Source: an optimization exercise on an open RTL-to-GDS flow (aim: small area). Production flows keep margins and buffers that such runs may drop.
RTL that was checked went through simulation tests only; none was proved equivalent to the original.
Power is estimated from default activity; no workload was simulated.

==> inputs of trial 63 <==
==> flow/design.v <==
package response_park_pkg;
  typedef logic [$clog2(16)-1:0] uid_t;
  typedef logic [64-1:0] data_t;
  typedef logic [2-1:0] resp_t;
  typedef logic [8-1:0] oid_t;
  typedef logic [$clog2(16):0] count_t;
  typedef struct packed {
    oid_t  oid;
    resp_t resp;
    data_t data;
  } park_resp_t;
  localparam count_t park_full_level = count_t'(16 - 1);
endpackage
`timescale 1ns/1ps
module slot_table #(
  parameter int DEPTH = 16,
  parameter int W     = 74
) (
  input  logic             clk,
  input  logic [DEPTH-1:0] we,        
  input  logic [DEPTH-1:0] hold,      
  input  logic [W-1:0]     wdata,
  input  logic [DEPTH-1:0] rsel_n,    
  output logic [W-1:0]     rdata
);
  logic [W:0] mem [DEPTH];
  logic [W:0] din;
  logic [W:0] rraw;
  assign din = {1'b0, wdata};
  always_ff @(posedge clk) begin
    for (int s = 0; s < DEPTH; s++) begin
      mem[s] <= ~((mem[s] | {(W+1){we[s]}}) & (din | {(W+1){hold[s]}}));
    end
  end
  always_comb begin
    rraw = '1;
    for (int s = 0; s < DEPTH; s++) begin
      rraw = rraw & (mem[s] | {(W+1){rsel_n[s]}});
    end
  end
  assign rdata = rraw[W-1:0] ^ {W{rraw[W]}};
endmodule
`timescale 1ns/1ps
module occupancy_tracker (
  input  logic [15:0] occupied,
  output logic        full
);
  logic [7:0] z1, m1;
  logic [3:0] z2, m2;
  logic [1:0] z3, m3;
  always_comb begin
    for (int i = 0; i < 8; i++) begin
      z1[i] = ~occupied[2*i] | ~occupied[2*i+1];
      m1[i] = ~occupied[2*i] & ~occupied[2*i+1];
    end
    for (int i = 0; i < 4; i++) begin
      z2[i] = z1[2*i] | z1[2*i+1];
      m2[i] = m1[2*i] | m1[2*i+1] | (z1[2*i] & z1[2*i+1]);
    end
    for (int i = 0; i < 2; i++) begin
      z3[i] = z2[2*i] | z2[2*i+1];
      m3[i] = m2[2*i] | m2[2*i+1] | (z2[2*i] & z2[2*i+1]);
    end
  end
  assign full = (z3[0] | z3[1]) & ~(m3[0] | m3[1] | (z3[0] & z3[1]));
endmodule
`timescale 1ns/1ps
module response_park (
  input  logic                          clk,
  input  logic                          rst,
  input  logic                          in_valid,
  input  logic [$clog2(16)-1:0] in_uid,
  input  logic [8+2+64-1:0] in_payload,
  output logic                          in_ready,
  input  logic                          alloc_req,
  input  logic [$clog2(16)-1:0] alloc_uid,
  output logic                          alloc_gnt,
  output logic [8+2+64-1:0] out_payload,
  input  logic                          free_req,
  input  logic [$clog2(16)-1:0] free_uid,
  output logic                          free_ack,
  output logic                          full
);
  localparam int DEPTH = 16;
  localparam int W     = 8 + 2 + 64;
  logic [DEPTH-1:0] occupied_q, reserved_q;
  logic [DEPTH-1:0] occupied_d, reserved_d;
  logic [DEPTH-1:0] rsel_n;
  logic [DEPTH-1:0] we;
  logic enq_accept, alloc_hit, free_accept;
  occupancy_tracker u_occupancy_tracker (
    .occupied (occupied_q),
    .full     (full)
  );
  logic [DEPTH-1:0] dec_in, dec_al, dec_fr;
  logic [DEPTH-1:0] al_s, fr_s;
  always_comb begin
    for (int s = 0; s < DEPTH; s++) begin
      dec_in[s] = (in_uid == s);
      dec_al[s] = (alloc_uid == s);
      dec_fr[s] = (free_uid == s);
    end
  end
  assign in_ready    = ~full & ~|(occupied_q & dec_in);
  assign enq_accept  = in_valid & in_ready;
  assign al_s = {DEPTH{alloc_req}} & dec_al & occupied_q & ~reserved_q;
  assign fr_s = {DEPTH{free_req}} & dec_fr & occupied_q;
  assign alloc_hit   = |al_s;
  assign free_accept = |fr_s;
  assign we         = {DEPTH{enq_accept}} & dec_in;
  assign occupied_d = (occupied_q | we) & ~fr_s;
  assign reserved_d = (reserved_q | al_s) & ~fr_s;
  always_ff @(posedge clk) begin
    if (rst) begin
      occupied_q <= '0;
      reserved_q <= '0;
      alloc_gnt  <= 1'b0;
      free_ack   <= 1'b0;
    end else begin
      occupied_q <= occupied_d;
      reserved_q <= reserved_d;
      alloc_gnt  <= alloc_hit;
      free_ack   <= free_accept;
    end
  end
  logic [$clog2(DEPTH)-1:0] ruid_q;
  always_ff @(posedge clk) begin
    ruid_q <= alloc_uid;
  end
  always_comb begin
    for (int s = 0; s < DEPTH; s++) rsel_n[s] = (ruid_q != s);
  end
  slot_table #(.DEPTH(DEPTH), .W(W)) u_slot_table (
    .clk   (clk),
    .we    (we),
    .hold  (~we),
    .wdata (in_payload),
    .rsel_n (rsel_n),
    .rdata (out_payload)
  );
endmodule
==> flow/flow/run.sh <==
#!/bin/bash
# Standard layout with plain buf_1 port buffers, no CTS dummy loads and smaller clock buffers
export BUFFER_PORTS_ARGS="-buffer_cell sky130_fd_sc_hd__buf_1"
export CTS_ARGS="-sink_clustering_enable -repair_clock_nets -dont_use_dummy_load -sink_clustering_size 28 -sink_clustering_max_diameter 45 -buf_list {sky130_fd_sc_hd__clkbuf_16}"
bash standard.sh > standard.log 2>&1
==> flow/standard.sh <==
#!/bin/bash
# synth_recipe.tcl (not shown) runs the flow's synth.tcl, then flattens the netlist and writes it again
# the make line also repeats each setting of config.mk as NAME=value (left out here)
make -C /OpenROAD-flow-scripts/flow DESIGN_CONFIG=/design/flow/config.mk WORK_HOME=/design/flow/orfs CLKGATE_MAP_FILE= SYNTH_SCRIPT=/design/flow/synth_recipe.tcl "${@:-finish}"
==> flow/config.mk <==
export PLATFORM = sky130hd
export DESIGN_NAME = response_park
export DESIGN_NICKNAME = response_park
export VERILOG_FILES = /design/flow/design.v
export SDC_FILE = /design/flow/constraint.sdc
export NUM_CORES = 4
export LEC_CHECK = 0
export CAP_MARGIN = 0
export CORE_MARGIN = 2
export CORE_UTILIZATION = 80
export PLACE_DENSITY = 0.85
export SETUP_SLACK_MARGIN = 0.15
export SLEW_MARGIN = 0
export SYNTH_HIERARCHICAL = 1
==> flow/constraint.sdc <==
create_clock -name core_clock -period 5.0 [get_ports {clk}]
set_input_delay 1.0000 -clock core_clock [delete_from_list [all_inputs] [get_ports {clk}]]
set_output_delay 1.0000 -clock core_clock [all_outputs]
set_load 0.01 [all_outputs]
==> inputs of trial 68, as changes to trial 63 <==
--- a/flow/design.v
+++ b/flow/design.v
@@ -94,20 +94,21 @@
   );
-  logic [DEPTH-1:0] dec_in, dec_al, dec_fr;
-  logic [DEPTH-1:0] al_s, fr_s;
+  assign in_ready    = ~full & ~occupied_q[in_uid];
+  assign enq_accept  = in_valid & in_ready;
+  assign alloc_hit   = alloc_req & occupied_q[alloc_uid] & ~reserved_q[alloc_uid];
+  assign free_accept = free_req & occupied_q[free_uid];
   always_comb begin
-    for (int s = 0; s < DEPTH; s++) begin
-      dec_in[s] = (in_uid == s);
-      dec_al[s] = (alloc_uid == s);
-      dec_fr[s] = (free_uid == s);
+    occupied_d = occupied_q;
+    reserved_d = reserved_q;
+    if (enq_accept) begin
+      occupied_d[in_uid] = 1'b1;
+      reserved_d[in_uid] = 1'b0;
+    end
+    if (alloc_hit) begin
+      reserved_d[alloc_uid] = 1'b1;
+    end
+    if (free_accept) begin
+      occupied_d[free_uid] = 1'b0;
+      reserved_d[free_uid] = 1'b0;
     end
   end
-  assign in_ready    = ~full & ~|(occupied_q & dec_in);
-  assign enq_accept  = in_valid & in_ready;
-  assign al_s = {DEPTH{alloc_req}} & dec_al & occupied_q & ~reserved_q;
-  assign fr_s = {DEPTH{free_req}} & dec_fr & occupied_q;
-  assign alloc_hit   = |al_s;
-  assign free_accept = |fr_s;
-  assign we         = {DEPTH{enq_accept}} & dec_in;
-  assign occupied_d = (occupied_q | we) & ~fr_s;
-  assign reserved_d = (reserved_q | al_s) & ~fr_s;
   always_ff @(posedge clk) begin
@@ -132,2 +133,5 @@
   end
+  always_comb begin
+    for (int s = 0; s < DEPTH; s++) we[s] = enq_accept & (in_uid == s);
+  end
   slot_table #(.DEPTH(DEPTH), .W(W)) u_slot_table (
==> flow/flow/run.sh (replaced) <==
#!/bin/bash
# Standard layout with plain buf_1 port buffers, no CTS dummy loads and smaller clock buffers
export BUFFER_PORTS_ARGS="-buffer_cell sky130_fd_sc_hd__buf_1"
export CTS_ARGS="-sink_clustering_enable -repair_clock_nets -dont_use_dummy_load -sink_clustering_size 20 -sink_clustering_max_diameter 50 -buf_list {sky130_fd_sc_hd__clkbuf_8}"
bash standard.sh > standard.log 2>&1
--- a/flow/config.mk
+++ b/flow/config.mk
@@ -7,8 +7,8 @@
 export LEC_CHECK = 0
-export CAP_MARGIN = 0
+export CAP_MARGIN = 20
 export CORE_MARGIN = 2
-export CORE_UTILIZATION = 80
-export PLACE_DENSITY = 0.85
+export CORE_UTILIZATION = 65
+export PLACE_DENSITY = 0.75
 export SETUP_SLACK_MARGIN = 0.15
-export SLEW_MARGIN = 0
+export SLEW_MARGIN = 20
 export SYNTH_HIERARCHICAL = 1
==> qor summary <==
Yosys top cell area share: trial 68 0.5820; trial 63 0.5879
Final wirelength: trial 68 144300 µm; trial 63 154300 µm
Maximum resistive drop on vdd: trial 68 0.0003185 V; trial 63 0.0004643 V
Met2 usage: trial 68 0.6273; trial 63 0.7966
Min Tclk post-route: trial 68 4.761 ns; trial 63 4.888 ns
CP max FO: trial 68 39; trial 63 47
Outcome: trial 68 finished clean; trial 63 finished clean
Clock network latency to the later pin of the worst-skew pair: trial 68 0.78 ns; trial 63 0.71 ns
Clk_skew: trial 68 0.06022 ns; trial 63 0.09704 ns
Wire length on met1: trial 68 55570 µm; trial 63 49170 µm
Post-synthesis cell count: trial 68 4353; trial 63 4312
Beginning of the critical path: trial 68 ruid_q[2]; trial 63 ruid_q[1]
Clock tree buffer count of the final layout: trial 68 95; trial 63 102
Share of the synthesized area in compound gates (AO/OA/AOI/OAI): trial 68 0.2767; trial 63 0.2777
Area growth from synthesis to layout: trial 68 4.848%; trial 63 6.800%
Fraction of met1 tracks used by global routing: trial 68 0.5599; trial 63 0.6454
Share of power burned in registers: trial 68 0.617; trial 63 0.565
Inverters: trial 68 40; trial 63 20
Cell area after placement: trial 68 43270 µm²; trial 63 42450 µm²
Data-path buffer share of cell area in the final layout: trial 68 0.03772; trial 63 0.03243
P_sw: trial 68 6377 µW; trial 63 6921 µW
RD Place Congestion: trial 68 0.8887; trial 63 0.9076
Met3 track demand over resource: trial 68 0.08977; trial 63 0.1917
Only the layout flow was run in trial 68; the RTL was not checked for function there.

## port drivers added, routing unchanged
How much do the figures lean on ideal ports? The routed layouts below were timed once more, with nothing changed but the port constraints. Step 1 sets driving cells, clkbuf_16 on the clock port and buf_2 on the other inputs (assumed; they add their load-dependent delay and slew). Step 2 also shifts input and output timing later by t, the mid clock arrival at the registers, as if the neighbouring blocks saw the same clock. Slacks: ideal ports / drivers / drivers and shift; pairs: ideal ports / drivers.
run	shift t [ns]	slack for setup (ns)	clock arrival spread, ns	worst register clock-pin slew, ns	worst data-port slew with drivers (ns)
trial 63	0.733	0.112 / 0.041 / 0.658	0.097 / 0.097	0.09 / 0.09	0.11
trial 68	0.796	0.239 / 0.169 / 0.606	0.097 / 0.097	0.12 / 0.12	0.12
After both steps every run listed still meets setup and hold.
